Source: an optimization exercise on an open RTL-to-GDS flow (aim: small area, a short achievable clock period and few clock cycles per item). Production flows keep margins and buffers that such runs may drop.
In this exercise RTL edits were held to simulation tests only and were not proved equivalent to the original.
Power and IR drop assume default switching activity.

==> inputs of 05-16 <==
==> flow/design.v <==
package rv_isa_pkg;
    typedef enum logic [6:0] {
        OP_LUI    = 7'b0110111,
        OP_AUIPC  = 7'b0010111,
        OP_JAL    = 7'b1101111,
        OP_JALR   = 7'b1100111,
        OP_BRANCH = 7'b1100011,
        OP_LOAD   = 7'b0000011,
        OP_STORE  = 7'b0100011,
        OP_OP_IMM = 7'b0010011,
        OP_OP     = 7'b0110011,
        OP_IMM_32 = 7'b0011011,
        OP_OP_32  = 7'b0111011,
        OP_SYSTEM = 7'b1110011
    } opcode_t;
    typedef enum logic [3:0] {
        ALU_ADD, ALU_SUB, ALU_AND, ALU_OR,
        ALU_XOR, ALU_SLL, ALU_SRL, ALU_SRA,
        ALU_SLT, ALU_SLTU, ALU_SEQ, ALU_SNE,
        ALU_SGE, ALU_SGEU
    } alu_op_t;
    typedef enum logic [1:0] {
        JUMP_NEVER,
        JUMP_ALWAYS,
        JUMP_ON_ALU
    } jump_cond_t;
endpackage
package ex_stage_pkg;
    localparam int XLEN_DEFAULT = 64;
    localparam int WORD_W = 32;
    localparam int INSTR_W = 32;
    typedef logic [INSTR_W-1:0] instr_t;
    typedef logic [WORD_W-1:0]  word_t;
endpackage
module ex_sequencer (
    input  logic                 clk,
    input  logic                 reset,
    input  logic                 execute_enable,
    input  logic                 flush,
    input  ex_stage_pkg::instr_t instruction,
    output logic                 bubble,
    output logic                 execute_done
);
    assign bubble = (instruction == '0);
    always_ff @(posedge clk) begin
        if (reset) begin
            execute_done <= 1'b0;
        end else begin
            execute_done <= execute_enable && !flush;
        end
    end
endmodule
module ex_operand_select #(
    parameter int XLEN = ex_stage_pkg::XLEN_DEFAULT
) (
    input  rv_isa_pkg::opcode_t  op_code,
    input  logic [XLEN-1:0]      pc,
    input  logic [XLEN-1:0]      reg_a,
    input  logic [XLEN-1:0]      reg_b,
    input  logic [XLEN-1:0]      immed,
    output logic [XLEN-1:0]      operand_a,
    output logic [XLEN-1:0]      operand_b
);
    always_comb begin
        case (op_code)
            rv_isa_pkg::OP_AUIPC: begin
                operand_a = pc;
                operand_b = immed;
            end
            rv_isa_pkg::OP_LUI: begin
                operand_a = '0;
                operand_b = immed;
            end
            rv_isa_pkg::OP_JAL, rv_isa_pkg::OP_JALR: begin
                operand_a = pc;
                operand_b = XLEN'(4);
            end
            rv_isa_pkg::OP_BRANCH, rv_isa_pkg::OP_OP, rv_isa_pkg::OP_OP_32: begin
                operand_a = reg_a;
                operand_b = reg_b;
            end
            default: begin
                operand_a = reg_a;
                operand_b = immed;
            end
        endcase
    end
endmodule
module ex_alu #(
    parameter int XLEN = ex_stage_pkg::XLEN_DEFAULT
) (
    input  logic [XLEN-1:0]     operand_a,
    input  logic [XLEN-1:0]     operand_b,
    input  rv_isa_pkg::alu_op_t alu_op,
    input  logic                word_op,
    input  logic                bubble,
    output logic [XLEN-1:0]     result
);
    localparam int W = ex_stage_pkg::WORD_W;
    logic sub;
    logic sel_sum, sel_and, sel_or, sel_xor, sel_srl, sel_sll, sel_cmp;
    logic is_sll, is_sra;
    always_comb begin
        sub     = 1'b0;
        sel_sum = 1'b0;
        sel_and = 1'b0;
        sel_or  = 1'b0;
        sel_xor = 1'b0;
        sel_srl = 1'b0;
        sel_sll = 1'b0;
        sel_cmp = 1'b0;
        case (alu_op)
            rv_isa_pkg::ALU_ADD:  sel_sum = 1'b1;
            rv_isa_pkg::ALU_SUB:  begin sel_sum = 1'b1; sub = 1'b1; end
            rv_isa_pkg::ALU_AND:  sel_and = 1'b1;
            rv_isa_pkg::ALU_OR:   sel_or  = 1'b1;
            rv_isa_pkg::ALU_XOR:  sel_xor = 1'b1;
            rv_isa_pkg::ALU_SLL:  sel_sll = 1'b1;
            rv_isa_pkg::ALU_SRL, rv_isa_pkg::ALU_SRA: sel_srl = 1'b1;
            rv_isa_pkg::ALU_SLT, rv_isa_pkg::ALU_SLTU,
            rv_isa_pkg::ALU_SGE, rv_isa_pkg::ALU_SGEU: begin sel_cmp = 1'b1; sub = 1'b1; end
            rv_isa_pkg::ALU_SEQ, rv_isa_pkg::ALU_SNE: begin sel_cmp = 1'b1; sub = 1'b1; end
            default: ;
        endcase
    end
    assign is_sll = (alu_op == rv_isa_pkg::ALU_SLL);
    assign is_sra = (alu_op == rv_isa_pkg::ALU_SRA);
    logic [XLEN-1:0] b_inv;
    logic [XLEN-1:0] sum;
    logic            carry;
    logic            lt_u;
    logic            lt_s;
    logic            eq;
    logic            all_prop;
    logic            cmp_bit;
    assign b_inv = operand_b ^ {XLEN{sub}};
    logic [XLEN-1:0] x_ab;
    logic [XLEN-1:0] n_ab;
    ex_adder #(.XLEN(XLEN), .SKLANSKY(1'b1)) adder_i (
        .a    (operand_a),
        .b    (b_inv),
        .cin  (sub),
        .sum  (sum),
        .cout (carry),
        .pall (all_prop),
        .prop (x_ab),
        .gen  (n_ab)
    );
    assign lt_u = ~carry;
    assign lt_s = lt_u ^ operand_a[XLEN-1] ^ operand_b[XLEN-1];
    assign eq   = all_prop;
    always_comb begin
        case (alu_op)
            rv_isa_pkg::ALU_SLT:  cmp_bit = lt_s;
            rv_isa_pkg::ALU_SLTU: cmp_bit = lt_u;
            rv_isa_pkg::ALU_SEQ:  cmp_bit = eq;
            rv_isa_pkg::ALU_SNE:  cmp_bit = ~eq;
            rv_isa_pkg::ALU_SGE:  cmp_bit = ~lt_s;
            rv_isa_pkg::ALU_SGEU: cmp_bit = ~lt_u;
            default:              cmp_bit = 1'b0;
        endcase
    end
    logic [5:0]      shamt;
    logic [XLEN-1:0] sh_in;
    logic            fill;
    logic [XLEN-1:0] sh [0:6];
    logic [XLEN-1:0] sh_rev;
    assign shamt = {operand_b[5] & ~word_op, operand_b[4:0]};
    assign fill  = is_sra & (word_op ? operand_a[W-1] : operand_a[XLEN-1]);
    always_comb begin
        for (int i = 0; i < XLEN; i++) begin
            if (is_sll)                 sh_in[i] = operand_a[XLEN-1-i];
            else if (word_op && i >= W) sh_in[i] = fill;
            else                        sh_in[i] = operand_a[i];
        end
    end
    always_comb begin
        sh[0] = sh_in;
        for (int s = 0; s < 6; s++) begin
            for (int i = 0; i < XLEN; i++) begin
                if (!shamt[s])                sh[s+1][i] = sh[s][i];
                else if (i + (1 << s) < XLEN) sh[s+1][i] = sh[s][i + (1 << s)];
                else                          sh[s+1][i] = fill;
            end
        end
        for (int i = 0; i < XLEN; i++) sh_rev[i] = sh[6][XLEN-1-i];
    end
    logic            k_n;
    logic            k_x;
    logic [XLEN-1:0] res;
    assign k_n = sel_and | sel_or;
    assign k_x = sel_xor | sel_or;
    always_comb begin
        res = ({XLEN{sel_sum & ~bubble}} & sum)
            | ({XLEN{k_n & ~bubble}}     & n_ab)
            | ({XLEN{k_x & ~bubble}}     & x_ab)
            | ({XLEN{sel_srl & ~bubble}} & sh[6])
            | ({XLEN{sel_sll & ~bubble}} & sh_rev);
        res[0] = res[0] | (sel_cmp & ~bubble & cmp_bit);
    end
    assign result = res;
endmodule
module ex_adder #(
    parameter int XLEN     = ex_stage_pkg::XLEN_DEFAULT,
    parameter bit SKLANSKY = 1'b1
) (
    input  logic [XLEN-1:0] a,
    input  logic [XLEN-1:0] b,
    input  logic            cin,
    output logic [XLEN-1:0] sum,
    output logic            cout,
    output logic            pall,
    output logic [XLEN-1:0] prop,
    output logic [XLEN-1:0] gen
);
    localparam int LOGN = $clog2(XLEN);
    localparam int NLEV = SKLANSKY ? LOGN : 2 * LOGN - 1;
    logic [XLEN-1:0] p;
    logic [XLEN-1:0] g [0:NLEV];
    logic [XLEN-1:0] t [0:NLEV];
    assign p = a ^ b;
    always_comb begin
        g[0] = a & b;
        g[0][0] = (a[0] & b[0]) | (p[0] & cin);
        t[0] = p;
    end
    genvar l, i;
    generate
        for (l = 0; l < NLEV; l++) begin : lev
            for (i = 0; i < XLEN; i++) begin : bitpos
                localparam int D  = SKLANSKY ? (1 << l)
                                  : (l < LOGN ? (1 << l) : (1 << (2 * LOGN - 2 - l)));
                localparam bit SK_ON = ((i / D) % 2) == 1;
                localparam int SK_J  = (i / D) * D - 1;
                localparam bit BK_UP = (l < LOGN) && ((i % (2 * D)) == (2 * D - 1));
                localparam bit BK_DN = (l >= LOGN) && (i >= 3 * D - 1)
                                       && (((i - (3 * D - 1)) % (2 * D)) == 0);
                localparam bit ON = SKLANSKY ? SK_ON : (BK_UP || BK_DN);
                localparam int J  = SKLANSKY ? SK_J : i - D;
                if (ON) begin : comb
                    assign g[l+1][i] = g[l][i] | (t[l][i] & g[l][J]);
                    assign t[l+1][i] = t[l][i] & t[l][J];
                end else begin : pass
                    assign g[l+1][i] = g[l][i];
                    assign t[l+1][i] = t[l][i];
                end
            end
        end
    endgenerate
    assign pall = t[NLEV][XLEN-1];
    assign prop = p;
    assign gen  = a & b;
    assign sum  = p ^ {g[NLEV][XLEN-2:0], cin};
    assign cout = g[NLEV][XLEN-1];
endmodule
module ex_branch_resolve #(
    parameter int XLEN = ex_stage_pkg::XLEN_DEFAULT
) (
    input  logic                   clk,
    input  logic                   bubble,
    input  rv_isa_pkg::jump_cond_t jump_if,
    input  logic                   jump_absolute,
    input  logic [XLEN-1:0]        pc,
    input  logic [XLEN-1:0]        reg_a,
    input  logic [XLEN-1:0]        immed,
    input  logic                   result_is_one,
    output logic                   jump_taken,
    output logic [XLEN-1:0]        jump_pc
);
    logic            always_q;
    logic            on_alu_q;
    logic [XLEN-1:0] target_q;
    logic [XLEN-1:0] base;
    logic [XLEN-1:0] target;
    logic            target_cout;
    assign base = jump_absolute ? reg_a : pc;
    ex_adder #(.XLEN(XLEN), .SKLANSKY(1'b0)) target_adder_i (
        .a    (base),
        .b    (immed),
        .cin  (1'b0),
        .sum  (target),
        .cout (target_cout),
        .pall (),
        .prop (),
        .gen  ()
    );
    always_ff @(posedge clk) begin
        always_q <= !bubble && (jump_if == rv_isa_pkg::JUMP_ALWAYS);
        on_alu_q <= !bubble && (jump_if == rv_isa_pkg::JUMP_ON_ALU);
        target_q <= target;
    end
    assign jump_taken = always_q || (on_alu_q && result_is_one);
    assign jump_pc    = jump_taken ? target_q : '0;
endmodule
module execute_stage #(
    parameter int XLEN = ex_stage_pkg::XLEN_DEFAULT
) (
    input  logic                   clk,
    input  logic                   reset,
    input  logic                   execute_enable,
    input  logic                   flush,
    input  ex_stage_pkg::instr_t   instruction,
    input  logic [XLEN-1:0]        pc,
    input  logic [XLEN-1:0]        reg_a,
    input  logic [XLEN-1:0]        reg_b,
    input  rv_isa_pkg::opcode_t    op_code,
    input  rv_isa_pkg::alu_op_t    alu_op,
    input  logic                   word_op,
    input  logic [XLEN-1:0]        immed,
    input  rv_isa_pkg::jump_cond_t jump_if,
    input  logic                   jump_absolute,
    output logic [XLEN-1:0]        alu_data_out,
    output logic [XLEN-1:0]        jump_pc,
    output logic                   jump_taken,
    output logic                   execute_done
);
    logic            bubble;
    logic [XLEN-1:0] operand_a;
    logic [XLEN-1:0] operand_b;
    logic [XLEN-1:0] alu_result;
    ex_sequencer sequencer_i (
        .clk            (clk),
        .reset          (reset),
        .execute_enable (execute_enable),
        .flush          (flush),
        .instruction    (instruction),
        .bubble         (bubble),
        .execute_done   (execute_done)
    );
    ex_operand_select #(.XLEN(XLEN)) operand_select_i (
        .op_code   (op_code),
        .pc        (pc),
        .reg_a     (reg_a),
        .reg_b     (reg_b),
        .immed     (immed),
        .operand_a (operand_a),
        .operand_b (operand_b)
    );
    ex_alu #(.XLEN(XLEN)) alu_i (
        .operand_a (operand_a),
        .operand_b (operand_b),
        .alu_op    (alu_op),
        .word_op   (word_op),
        .bubble    (bubble),
        .result    (alu_result)
    );
    logic [XLEN-1:0] result_q;
    logic            word_q;
    always_ff @(posedge clk) begin
        result_q <= alu_result;
        word_q   <= word_op;
    end
    localparam int W = ex_stage_pkg::WORD_W;
    assign alu_data_out = {word_q ? {(XLEN-W){result_q[W-1]}} : result_q[XLEN-1:W],
                           result_q[W-1:0]};
    logic result_is_one;
    assign result_is_one = result_q[0] && (result_q[W-1:1] == '0)
                           && (word_q || (result_q[XLEN-1:W] == '0));
    ex_branch_resolve #(.XLEN(XLEN)) branch_resolve_i (
        .clk           (clk),
        .bubble        (bubble),
        .jump_if       (jump_if),
        .jump_absolute (jump_absolute),
        .pc            (pc),
        .reg_a         (reg_a),
        .immed         (immed),
        .result_is_one (result_is_one),
        .jump_taken    (jump_taken),
        .jump_pc       (jump_pc)
    );
endmodule
==> flow/flow/run.sh <==
#!/bin/bash
# Standard layout, with the smallest buffer on the ports instead of the tool's pick.
set -euo pipefail
export BUFFER_PORTS_ARGS="-buffer_cell sky130_fd_sc_hd__buf_1"
bash standard.sh > standard.log 2>&1
==> flow/standard.sh <==
#!/bin/bash
# synth_recipe.tcl (not shown) runs the flow's synth.tcl, then flattens the netlist and writes it again
# the make line also repeats each setting of config.mk as NAME=value (left out here)
make -C /OpenROAD-flow-scripts/flow DESIGN_CONFIG=/design/flow/config.mk WORK_HOME=/design/flow/orfs CLKGATE_MAP_FILE= SYNTH_SCRIPT=/design/flow/synth_recipe.tcl "${@:-finish}"
==> flow/config.mk <==
export PLATFORM = sky130hd
export DESIGN_NAME = execute_stage
export DESIGN_NICKNAME = execute_stage
export VERILOG_FILES = /design/flow/design.v
export SDC_FILE = /design/flow/constraint.sdc
export NUM_CORES = 4
export LEC_CHECK = 0
export ABC_AREA = 1
export CAP_MARGIN = 40
export CORE_MARGIN = 2
export CORE_UTILIZATION = 30
export PLACE_DENSITY = 0.75
export SETUP_SLACK_MARGIN = 3.55
export SLEW_MARGIN = 30
==> flow/constraint.sdc <==
create_clock -name core_clock -period 9.0 [get_ports {clk}]
set_input_delay 1.8000 -clock core_clock [delete_from_list [all_inputs] [get_ports {clk}]]
set_output_delay 1.8000 -clock core_clock [all_outputs]
set_load 0.01 [all_outputs]
==> 06-13: changes against 05-16 <==
--- a/flow/design.v
+++ b/flow/design.v
@@ -119,7 +119,7 @@
             rv_isa_pkg::ALU_SRL, rv_isa_pkg::ALU_SRA: sel_srl = 1'b1;
             rv_isa_pkg::ALU_SLT, rv_isa_pkg::ALU_SLTU,
             rv_isa_pkg::ALU_SGE, rv_isa_pkg::ALU_SGEU: begin sel_cmp = 1'b1; sub = 1'b1; end
-            rv_isa_pkg::ALU_SEQ, rv_isa_pkg::ALU_SNE: begin sel_cmp = 1'b1; sub = 1'b1; end
+            rv_isa_pkg::ALU_SEQ, rv_isa_pkg::ALU_SNE: sel_cmp = 1'b1;
             default: ;
         endcase
     end
@@ -131,24 +131,22 @@
     logic            lt_u;
     logic            lt_s;
     logic            eq;
-    logic            all_prop;
     logic            cmp_bit;
     assign b_inv = operand_b ^ {XLEN{sub}};
-    logic [XLEN-1:0] x_ab;
-    logic [XLEN-1:0] n_ab;
     ex_adder #(.XLEN(XLEN), .SKLANSKY(1'b1)) adder_i (
         .a    (operand_a),
         .b    (b_inv),
         .cin  (sub),
         .sum  (sum),
-        .cout (carry),
-        .pall (all_prop),
-        .prop (x_ab),
-        .gen  (n_ab)
+        .cout (carry)
     );
+    logic [XLEN-1:0] x_ab;
+    logic [XLEN-1:0] n_ab;
+    assign x_ab = operand_a ^ operand_b;
+    assign n_ab = operand_a & operand_b;
     assign lt_u = ~carry;
     assign lt_s = lt_u ^ operand_a[XLEN-1] ^ operand_b[XLEN-1];
-    assign eq   = all_prop;
+    assign eq   = ~|x_ab;
     always_comb begin
         case (alu_op)
             rv_isa_pkg::ALU_SLT:  cmp_bit = lt_s;
@@ -208,10 +206,7 @@
     input  logic [XLEN-1:0] b,
     input  logic            cin,
     output logic [XLEN-1:0] sum,
-    output logic            cout,
-    output logic            pall,
-    output logic [XLEN-1:0] prop,
-    output logic [XLEN-1:0] gen
+    output logic            cout
 );
     localparam int LOGN = $clog2(XLEN);
     localparam int NLEV = SKLANSKY ? LOGN : 2 * LOGN - 1;
@@ -247,9 +242,6 @@
             end
         end
     endgenerate
-    assign pall = t[NLEV][XLEN-1];
-    assign prop = p;
-    assign gen  = a & b;
     assign sum  = p ^ {g[NLEV][XLEN-2:0], cin};
     assign cout = g[NLEV][XLEN-1];
 endmodule
@@ -263,7 +255,7 @@
     input  logic [XLEN-1:0]        pc,
     input  logic [XLEN-1:0]        reg_a,
     input  logic [XLEN-1:0]        immed,
-    input  logic                   result_is_one,
+    input  logic [XLEN-1:0]        alu_result,
     output logic                   jump_taken,
     output logic [XLEN-1:0]        jump_pc
 );
@@ -279,17 +271,14 @@
         .b    (immed),
         .cin  (1'b0),
         .sum  (target),
-        .cout (target_cout),
-        .pall (),
-        .prop (),
-        .gen  ()
+        .cout (target_cout)
     );
     always_ff @(posedge clk) begin
         always_q <= !bubble && (jump_if == rv_isa_pkg::JUMP_ALWAYS);
         on_alu_q <= !bubble && (jump_if == rv_isa_pkg::JUMP_ON_ALU);
         target_q <= target;
     end
-    assign jump_taken = always_q || (on_alu_q && result_is_one);
+    assign jump_taken = always_q || (on_alu_q && (alu_result == XLEN'(1)));
     assign jump_pc    = jump_taken ? target_q : '0;
 endmodule
 module execute_stage #(
@@ -353,9 +342,6 @@
     localparam int W = ex_stage_pkg::WORD_W;
     assign alu_data_out = {word_q ? {(XLEN-W){result_q[W-1]}} : result_q[XLEN-1:W],
                            result_q[W-1:0]};
-    logic result_is_one;
-    assign result_is_one = result_q[0] && (result_q[W-1:1] == '0)
-                           && (word_q || (result_q[XLEN-1:W] == '0));
     ex_branch_resolve #(.XLEN(XLEN)) branch_resolve_i (
         .clk           (clk),
         .bubble        (bubble),
@@ -364,7 +350,7 @@
         .pc            (pc),
         .reg_a         (reg_a),
         .immed         (immed),
-        .result_is_one (result_is_one),
+        .alu_result    (alu_data_out),
         .jump_taken    (jump_taken),
         .jump_pc       (jump_pc)
     );
==> flow/run.sh (new file) <==
#!/bin/bash
# synth_recipe.tcl (not shown) runs the flow's synth.tcl, then flattens the netlist and writes it again
# the make line also repeats each setting of config.mk as NAME=value (left out here)
make -C /OpenROAD-flow-scripts/flow DESIGN_CONFIG=/design/flow/config.mk WORK_HOME=/design/flow/orfs CLKGATE_MAP_FILE= SYNTH_SCRIPT=/design/flow/synth_recipe.tcl finish
- PLACE_DENSITY: 0.75 -> default
- SETUP_SLACK_MARGIN: 3.55 -> default
removed: flow/flow/run.sh
removed: flow/standard.sh
==> run notes <==
metric	05-16	06-13
Share of Yosys cell area claimed by the top area cell type	21.3%	20.1%
Combinational logic power	1.84 mW	1.99 mW
Post-Layout Cell Count	4,558	4,695
Post-synthesis net count	3,843	3,979
Filler cell count in the final layout	7,193	7,532
Cell Area, Synth	20,000 um2	20,900 um2
Multiplexer area fraction after synthesis	1.80%	1.78%
Net count, final	4,147	4,272
Met2 track demand over resource	46.3%	52.1%
P_seq	0.781 mW	0.785 mW
Syn Inst Count	3,373	3,447
Total length of routed wires	111 mm	125 mm
Largest fanout of any net on the critical path	19	37
Post-Synth Adder-Cell Area	11.6%	14.9%
Share of power burned in combinational logic	54.3%	56.6%
Sequential share of cell area	11.2%	9.95%
Source of the critical timing path	alu_op[0]	op_code[1]
Die extent in x	262 um	268 um
Run status	no timing/DRC/antenna violations	no timing/DRC/antenna violations
Final-layout worst hold slack	1.45 ns	1.84 ns
WL per Instance	24.4 um	26.7 um
Number of multi-input combinational cells in the layout	2,662	2,798
Post-Route Utilization	35.9%	38.6%
Time the worst path needs with I/O delays and setup	5.49 ns	7.44 ns
Met3 Use GR	7.20%	8.16%
CP peak stage delay	0.49 ns	0.52 ns
Testbench counts of 05-16, summed over its fixed seeds: cycles 3,208, items 3,200.
Testbench counts of 06-13, summed over its fixed seeds: cycles 3,208, items 3,200.

==> what the ideal ports hide <==
Ports are ideal in the flow. The routed layouts listed here were re-timed in OpenROAD.
Step 1 (the two cells are an assumption about what drives the block):
set clk [get_ports {clk}]
set_driving_cell -lib_cell sky130_fd_sc_hd__clkbuf_16 $clk
set_driving_cell -lib_cell sky130_fd_sc_hd__buf_2 [delete_from_list [all_inputs] $clk]
Step 2 times the ports against the registers' clock, not the clock port: input delays grow and output delays shrink by t, the midpoint of the rising clock arrivals with the driver on.
Slacks: no drivers / after step 1 / after step 2; pairs: no drivers / after step 1.
| run | t (ns) | setup WS [ns] | worst setup path at the end | latest minus earliest clock arrival (ns) | pins driven straight from the clock port |
|---|---|---|---|---|---|
| 05-16 | 0.569 | 3.515 / 3.539 / 2.970 | input to register | 0.016 / 0.017 | 1 |
| 06-13 | 0.552 | 1.555 / 1.598 / 1.046 | input to register | 0.015 / 0.016 | 1 |
After both steps setup and hold are still met in every run listed. For 05-16, which loses most, drivers alone change the setup slack by +0.024 ns; drivers and shift together by -0.545 ns.
